Context: an optimization exercise on an open-source flow, tuned for small area. The choices shown serve that exercise and are no tape-out recipe.
In this exercise RTL edits were held to simulation tests only and were not proved equivalent to the original.
Power is estimated from default activity; no workload was simulated.

== run F ==
==> flow/design.v <==
module axi_pcie_rq_tag_mgr #(
    parameter int unsigned TAG_WIDTH      = 8,
    parameter int unsigned TAGS           = 64,
    parameter int unsigned TIMEOUT_CYCLES = 65536
) (
    input  logic                 clk_i,
    input  logic                 rst_ni,
    input  logic                 req_vld,
    input  logic [10:0]          req_len,
    output logic                 req_rdy,
    output logic [TAG_WIDTH-1:0] alloc_tag,
    input  logic                 cpl_vld,
    input  logic [TAG_WIDTH-1:0] cpl_tag,
    input  logic [10:0]          cpl_len,
    input  logic                 cpl_err,
    output logic                 cpl_unexp,
    output logic                 cpl_overrun,
    output logic [TAG_WIDTH:0]   free_cnt,
    output logic                 timeout_vld,
    output logic [TAG_WIDTH-1:0] timeout_tag
);
    typedef logic [5:0] idx_t;
    function automatic logic [63:0] dec64(idx_t v);
        dec64 = 64'd1 << v;
    endfunction
    logic [5:0]   fifo_q  [64];
    idx_t         head_q, tail_q;
    logic         tw_q;             
    logic         full_q;           
    logic         run_q;            
    logic [5:0]   diff;
    logic [1:0]   st_q    [64];     
    logic [10:0]  remn_q  [64];     
    logic [15:0]  stl_q   [64];
    logic [15:0]  ts_q;
    idx_t         scan_q;
    logic         unexp_q, overrun_q;
    logic         to_vld_q;
    idx_t         to_tag_q;
    logic        pop, push, wrap;
    idx_t        pop_idx, cpl_idx, push_tag, fifo_rd;
    logic        cpl_inr, cpl_hit, cpl_rel, cpl_over, cpl_bad, cpl_busy;
    logic [10:0] cpl_dw, cpl_rem, req_dw, remn_rd;
    logic [11:0] cpl_diff;
    logic [1:0]  scan_st;
    logic [15:0] scan_stl;
    logic        to_hit;
    logic [63:0] head_oh, pop_oh, cpl_oh, scan_oh, tail_oh;
    always_comb begin
        head_oh = dec64(head_q);
        cpl_idx = cpl_tag[5:0];
        cpl_oh  = dec64(cpl_idx);
        scan_oh = dec64(scan_q);
        tail_oh = dec64(tail_q);
        fifo_rd  = '0;
        remn_rd  = '0;
        cpl_busy = 1'b0;
        scan_st  = '0;
        scan_stl = '0;
        for (int i = 0; i < 64; i++) begin
            fifo_rd  = fifo_rd  | (fifo_q[i] & {6{head_oh[i]}});
            remn_rd  = remn_rd  | (remn_q[i] & {11{cpl_oh[i]}});
            cpl_busy = cpl_busy | ((st_q[i] != 2'd0) & cpl_oh[i]);
            scan_st  = scan_st  | (st_q[i] & {2{scan_oh[i]}});
            scan_stl = scan_stl | (stl_q[i] & {16{scan_oh[i]}});
        end
        pop     = req_vld && req_rdy;
        pop_idx = (tw_q || (head_q < tail_q)) ? fifo_rd : head_q;
        pop_oh  = dec64(pop_idx);
        cpl_dw  = {cpl_len[10] | (cpl_len == 11'd0), cpl_len[9:0]};
        req_dw  = {req_len[10] | (req_len == 11'd0), req_len[9:0]};
        cpl_rem = ~remn_rd;
        cpl_diff  = {1'b0, cpl_rem} - {1'b0, cpl_dw};
        cpl_inr   = cpl_vld && (cpl_tag[7:6] == 2'b00);
        cpl_hit   = cpl_inr && cpl_busy;
        cpl_bad   = cpl_vld && !cpl_hit;
        cpl_over  = cpl_hit && !cpl_err && cpl_diff[11];
        cpl_rel   = cpl_hit && (cpl_err || cpl_diff[11] || (cpl_diff[10:0] == 11'd0));
        wrap      = (ts_q == 16'hFFFF);
        to_hit    = !cpl_rel && scan_st[1] && (!scan_st[0] || (ts_q >= scan_stl));
        push      = cpl_rel || to_hit;
        push_tag  = cpl_rel ? cpl_idx : scan_q;
        diff      = tail_q - head_q;
    end
    always_ff @(posedge clk_i or negedge rst_ni) begin
        if (!rst_ni) begin
            head_q    <= '0;
            tail_q    <= '0;
            tw_q      <= 1'b0;
            full_q    <= 1'b1;
            run_q     <= 1'b0;
            unexp_q   <= 1'b0;
            overrun_q <= 1'b0;
            ts_q      <= '0;
            scan_q    <= '0;
            to_vld_q  <= 1'b0;
            to_tag_q  <= '0;
        end else begin
            if (pop) begin
                head_q <= head_q + 1'b1;
            end
            if (push) begin
                tail_q <= tail_q + 1'b1;
                if (tail_q == 6'd63) begin
                    tw_q <= 1'b1;
                end
            end
            if (push != pop) begin
                full_q <= push && (diff == 6'd63);
            end
            run_q     <= 1'b1;
            unexp_q   <= cpl_bad;
            overrun_q <= cpl_over;
            ts_q      <= ts_q + 1'b1;
            if (!cpl_rel) begin
                scan_q <= scan_q + 1'b1;
            end
            to_vld_q <= to_hit;
            if (to_hit) begin
                to_tag_q <= scan_q;
            end
        end
    end
    for (genvar i = 0; i < 64; i++) begin : g_tag
        logic pop_i, cw_i, rel_i;
        assign pop_i  = pop && pop_oh[i];
        assign cw_i   = cpl_inr && cpl_oh[i];
        assign rel_i  = (cpl_rel && cpl_oh[i]) || (to_hit && scan_oh[i]);
        always_ff @(posedge clk_i or negedge rst_ni) begin
            if (!rst_ni) begin
                st_q[i] <= 2'd0;
            end else if (pop_i) begin
                st_q[i] <= {wrap, 1'b1};
            end else if (rel_i) begin
                st_q[i] <= 2'b00;
            end else if (wrap) begin
                st_q[i] <= {st_q[i][1] | st_q[i][0], st_q[i][0] & ~st_q[i][1]};
            end
        end
        always_ff @(posedge clk_i) begin
            if (pop_i || cw_i) begin
                remn_q[i] <= ~(pop_i ? req_dw : cpl_diff[10:0]);
            end
            if (pop_i) begin
                stl_q[i] <= ts_q;
            end
            if (push && tail_oh[i]) begin
                fifo_q[i] <= push_tag;
            end
        end
    end
    assign req_rdy     = run_q && (full_q || (diff != 6'd0));
    assign alloc_tag   = {2'b00, pop_idx};
    assign free_cnt    = {2'b00, full_q, diff};
    assign cpl_unexp   = unexp_q;
    assign cpl_overrun = overrun_q;
    assign timeout_vld = to_vld_q;
    assign timeout_tag = {2'b00, to_tag_q};
endmodule
Settings: LEC_CHECK=0, CAP_MARGIN=20, CORE_MARGIN=2, CORE_UTILIZATION=50, SLEW_MARGIN=20; clock period 10.0 ns.
standard.sh (not shown) runs the stock make flow with config.mk's settings and CLKGATE_MAP_FILE= SYNTH_SCRIPT=/design/flow/synth_recipe.tcl, a recipe that flattens the netlist after the stock synthesis.
==> flow/flow/run.sh <==
#!/bin/bash
# The standard layout (standard.sh, unchanged synthesis), except that:
#  * clock-tree synthesis builds small sink clusters driven by clkbuf_8 cells
#    (root clkbuf_16), to keep flip-flop clock slew low, and inserts no dummy loads;
#  * the port buffers (one per input and output port, as in the standard flow)
#    are buf_1 cells instead of delay cells.
set -euo pipefail
export CTS_ARGS="-sink_clustering_enable -repair_clock_nets -dont_use_dummy_load -sink_clustering_size 16 -sink_clustering_max_diameter 70 -buf_list sky130_fd_sc_hd__clkbuf_8 -root_buf sky130_fd_sc_hd__clkbuf_16"
export BUFFER_PORTS_ARGS="-buffer_cell sky130_fd_sc_hd__buf_1"
bash standard.sh > standard_flow.log 2>&1
Final checks on run F, whose flow otherwise completed, came back failing, citing negative setup slack.
Here is what was changed in the inputs of run M compared with run F.
--- a/flow/design.v
+++ b/flow/design.v
@@ -44,11 +44,17 @@
     logic [11:0] cpl_diff;
     logic [1:0]  scan_st;
     logic [15:0] scan_stl;
     logic        to_hit;
-    logic [63:0] head_oh, pop_oh, cpl_oh, scan_oh, tail_oh;
+    logic [63:0] pop_oh, cpl_oh, scan_oh, tail_oh;
+    logic [7:0]  head_lo, head_hi, cpl_lo, cpl_hi, scan_lo, scan_hi;
     always_comb begin
-        head_oh = dec64(head_q);
+        head_lo = 8'd1 << head_q[2:0];
+        head_hi = 8'd1 << head_q[5:3];
+        cpl_lo  = 8'd1 << cpl_tag[2:0];
+        cpl_hi  = 8'd1 << cpl_tag[5:3];
+        scan_lo = 8'd1 << scan_q[2:0];
+        scan_hi = 8'd1 << scan_q[5:3];
         cpl_idx = cpl_tag[5:0];
         cpl_oh  = dec64(cpl_idx);
         scan_oh = dec64(scan_q);
         tail_oh = dec64(tail_q);
@@ -56,14 +62,27 @@
         remn_rd  = '0;
         cpl_busy = 1'b0;
         scan_st  = '0;
         scan_stl = '0;
-        for (int i = 0; i < 64; i++) begin
-            fifo_rd  = fifo_rd  | (fifo_q[i] & {6{head_oh[i]}});
-            remn_rd  = remn_rd  | (remn_q[i] & {11{cpl_oh[i]}});
-            cpl_busy = cpl_busy | ((st_q[i] != 2'd0) & cpl_oh[i]);
-            scan_st  = scan_st  | (st_q[i] & {2{scan_oh[i]}});
-            scan_stl = scan_stl | (stl_q[i] & {16{scan_oh[i]}});
+        for (int g = 0; g < 8; g++) begin
+            logic [5:0]  f;
+            logic [10:0] r;
+            logic        b;
+            logic [1:0]  ss;
+            logic [15:0] sl;
+            f = '0; r = '0; b = 1'b0; ss = '0; sl = '0;
+            for (int j = 0; j < 8; j++) begin
+                f  = f  | (fifo_q[8*g+j] & {6{head_lo[j]}});
+                r  = r  | (remn_q[8*g+j] & {11{cpl_lo[j]}});
+                b  = b  | ((st_q[8*g+j] != 2'd0) & cpl_lo[j]);
+                ss = ss | (st_q[8*g+j] & {2{scan_lo[j]}});
+                sl = sl | (stl_q[8*g+j] & {16{scan_lo[j]}});
+            end
+            fifo_rd  = fifo_rd  | (f  & {6{head_hi[g]}});
+            remn_rd  = remn_rd  | (r  & {11{cpl_hi[g]}});
+            cpl_busy = cpl_busy | (b  & cpl_hi[g]);
+            scan_st  = scan_st  | (ss & {2{scan_hi[g]}});
+            scan_stl = scan_stl | (sl & {16{scan_hi[g]}});
         end
         pop     = req_vld && req_rdy;
         pop_idx = (tw_q || (head_q < tail_q)) ? fifo_rd : head_q;
         pop_oh  = dec64(pop_idx);
Run M completed; timing, DRC and antenna clean
The worst path setup slack after routing of run M was superior to that of run F.
Compare run F and run M | detailed-router iteration count before antenna repair higher: run M
On post-route total power, run F beats run M.
Measured against each other, run F and run M differ in reg-to-reg setup timing slack, the higher figure coming from run M.
Of run F and run M, the lower worst-case headroom to the max-slew limit belongs to run F.
Run F and run M ended up with nearly the same synthesized area.

## afterwards: timing with drivers on the ports
In the flow no input, the clock included, has a driving cell. The finished layouts below were timed again as built, in two steps.
Step 1 assumes that a clkbuf_16 drives the clock port and a buf_2 every other input.
Step 2 adds t to the input delays and takes it off the output delays; t is the mean of the earliest and latest rising clock arrival at the registers after step 1. Input paths then give back, and output paths get back, about the clock's delay inside the block.
Three values: ideal, step 1, step 2; two values: the first two.
run | shift t [ns] | slack for setup (ns) | worst slew at a driven data input, ns | pins driven straight from the clock port
run F | 0.954 | -0.092 / -0.099 / -1.054 | 0.19 | 1
run M | 0.911 | 0.971 / 1.033 / 0.122 | 0.12 | 1
The setup slack of run F, which loses most, moves by -0.007 ns with the drivers and by -0.962 ns with both steps.
